What follows belongs to an exercise in optimizing a design on an open flow for small area, a short achievable clock period and few clock cycles per item; a production flow would make more cautious choices. At most, simulation tests tie the RTL to the original design; equivalence was not proved.

JK:
==> flow/design.v (excerpt) <==
module ble_ad_structure_parser (
   input  logic             clock,
   input  logic             reset,
   input  logic             req_valid,
   output logic             req_stall,
   input  logic [16:0]      req_data,    
   output logic             rsp_valid,
   input  logic             rsp_stall,
   output logic [78:0]      rsp_data,    
   input  logic             csr_valid,
   output logic             csr_ready,
   input  logic [7:0]       csr_data
);
==> flow/config.mk <==
export PLATFORM = sky130hd
export DESIGN_NAME = ble_ad_structure_parser
export DESIGN_NICKNAME = ble_ad_structure_parser
export VERILOG_FILES = /design/flow/design.v
export SDC_FILE = /design/flow/constraint.sdc
export NUM_CORES = 4
export LEC_CHECK = 0
export ABC_AREA = 1
export CAP_MARGIN = 20
export CORE_MARGIN = 2
export CORE_UTILIZATION = 40
export CTS_BUF_LIST = sky130_fd_sc_hd__clkbuf_16
export CTS_CLUSTER_DIAMETER = 100
export CTS_CLUSTER_SIZE = 25
export SETUP_SLACK_MARGIN = 2.9
export SLEW_MARGIN = 20
export SYNTH_HIERARCHICAL = 1
export SYNTH_MINIMUM_KEEP_SIZE = 0
==> flow/constraint.sdc <==
create_clock -name core_clock -period 5.5 [get_ports {clock}]
set_input_delay 1.1000 -clock core_clock [delete_from_list [all_inputs] [get_ports {clock}]]
set_output_delay 1.1000 -clock core_clock [all_outputs]
set_load 0.01 [all_outputs]
standard.sh (not shown) runs the stock make flow with config.mk's settings and CLKGATE_MAP_FILE= SYNTH_SCRIPT=/design/flow/synth_recipe.tcl, a recipe that flattens the netlist after the stock synthesis.
==> flow/flow/run.sh <==
#!/bin/bash
# Standard layout, with the port buffers inserted before placement made of
# sky130_fd_sc_hd__buf_2 cells instead of the buffer buffer_ports picks by
# default, and without the adder-extraction step in synthesis (ABC maps the
# arithmetic as plain gates).
set -euo pipefail
export BUFFER_PORTS_ARGS="-buffer_cell sky130_fd_sc_hd__buf_2"
export ADDER_MAP_FILE=
bash standard.sh > standard_flow.log 2>&1
Testbench counts of JK, summed over its fixed seeds: cycles 94,479, bytes 91,371.
--- input diff JK..MS ---
--- a/flow/design.v
+++ b/flow/design.v
@@ -100,26 +100,24 @@
       else lane_of = ps[2:0];
    endfunction
    function automatic logic keep_of(input logic [3:0] c, input logic [7:0] ps);
       case (c)
          bap_pkg::C_UUID16, bap_pkg::C_UUID32, bap_pkg::C_U128: keep_of = 1'b1;
          bap_pkg::C_CLASS, bap_pkg::C_HASH, bap_pkg::C_RAND, bap_pkg::C_DEVID:
             keep_of = (ps[7:4] == 4'd0);
          bap_pkg::C_APPEAR, bap_pkg::C_MANUF: keep_of = (ps[7:1] == 7'd0);
          default: keep_of = 1'b0;
       endcase
    endfunction
-   logic [2:0] lane;
-   logic kw;
-   assign lane = lane_of(cls_ff, pos_ff);
-   assign kw = keep_of(cls_ff, pos_ff);
+   logic [2:0] lane_ff;
+   logic kw_ff;
    logic wblock, st_reg, st_if, vnf_ff;
    assign wblock = wide_pend && vnf_ff && nz_ff;
    assign wstall = wblock && !wide_take;
    assign go = in_v && !wstall && (!full || pop);
    assign st_reg = in_v && (wblock || (full && h_recend));
    assign st_if = in_v && full;
    bap_stall u_stall (.st_reg(st_reg), .st_if(st_if), .rsp_stall(rsp_stall),
                       .req_stall(req_stall));
    assign accept = req_valid && !req_stall;
    assign csr_ready = !in_v;
    assign name_ok = bap_pkg::lt8(pos_ff, name_limit);
@@ -291,32 +289,33 @@
          if (act) begin
             phase_ff <= ph; offs_ff <= in_first ? 8'd1 : bap_pkg::inc8(offs_ff); cnt_ff <= cn;
             nz_ff <= nz_n;
          end else if (in_first) begin
             phase_ff <= bap_pkg::PH_LEN; offs_ff <= '0; cnt_ff <= '0; nz_ff <= 1'b0;
          end
       end
    end
    always_ff @(posedge clock) begin
       if (go && act) begin
          rem_ff <= rem; pos_ff <= ps; stat_ff <= st; cls_ff <= cls;
+         lane_ff <= lane_of(cls, ps); kw_ff <= keep_of(cls, ps);
          drec_ff <= drec_n; nmn_ff <= nmn_n;
       end else if (go) begin
          nmn_ff <= name_ok;
       end
    end
    logic in_data;
    assign in_data = !in_first && (phase_ff == bap_pkg::PH_DATA);
    for (genvar k = 0; k < 8; k++) begin : g_acc
       always_ff @(posedge clock) begin
-         if (go && in_data && kw && lane == 3'(k)) acc[8*k +: 8] <= in_b;
+         if (go && in_data && kw_ff && lane_ff == 3'(k)) acc[8*k +: 8] <= in_b;
       end
    end
    localparam int D = bap_pkg::QueueDepth;
    logic [D-1:0][bap_pkg::EntryBits-1:0] q_ff;
    logic [D-1:0] occ_ff;            
    logic take, hrec;
    bap_pkg::entry_type h, h_next;
    logic [63:0] val;
    assign h = q_ff[0];
    assign full = occ_ff[D-1];
    assign rsp_valid = occ_ff[0];
## What came out
From JK to MS the numbers moved as follows: via count went up; flip-flop and latch share of the layout cell area went down; fill cell instance count of the final layout went up; pre-CTS worst setup slack went down; synthesized netlist cell count did not really move. The setup slack in MS was lower than what JK gave. Going from JK to MS, the worst-case register-to-register setup slack was found to have gone down by 0.03 ns. Of MS and JK, it is MS that has the higher cell area. MS: met1 layer wirelength in the final routing is about 2.3% higher than what JK reported. Comparing fraction of final layout cells sized beyond drive strength 1 for JK and MS, the bigger number came from MS. Relative to JK, headroom to the max-slew limit increased by 7.6 points in MS.
The RTL of MS was laid out without a check of its function.

## separate check: timing with driven ports
In the flow no input, the clock included, has a driving cell. The finished layouts below were timed again as built, in two steps.
Step 1 sets driving cells, clkbuf_16 on the clock port and buf_2 on the other inputs (assumed; they add their load-dependent delay and slew).
Step 2 moves the port delays by t, midway between the first and last clock arrival at a register: inputs arrive t later, outputs are due t later. That takes back most of the time a late clock gives input paths.
Three values: ideal, step 1, step 2; two values: the first two.
run	t, ns	setup WS [ns]	worst slew at a driven data input, ns	pins driven straight from the clock port
JK	0.476	2.953 / 2.916 / 2.541	0.05	1
MS	0.486	2.920 / 2.881 / 2.483	0.05	1
After both steps every run listed still meets setup and hold. The setup slack of MS, which loses most, moves by -0.039 ns with the drivers and by -0.437 ns with both steps.
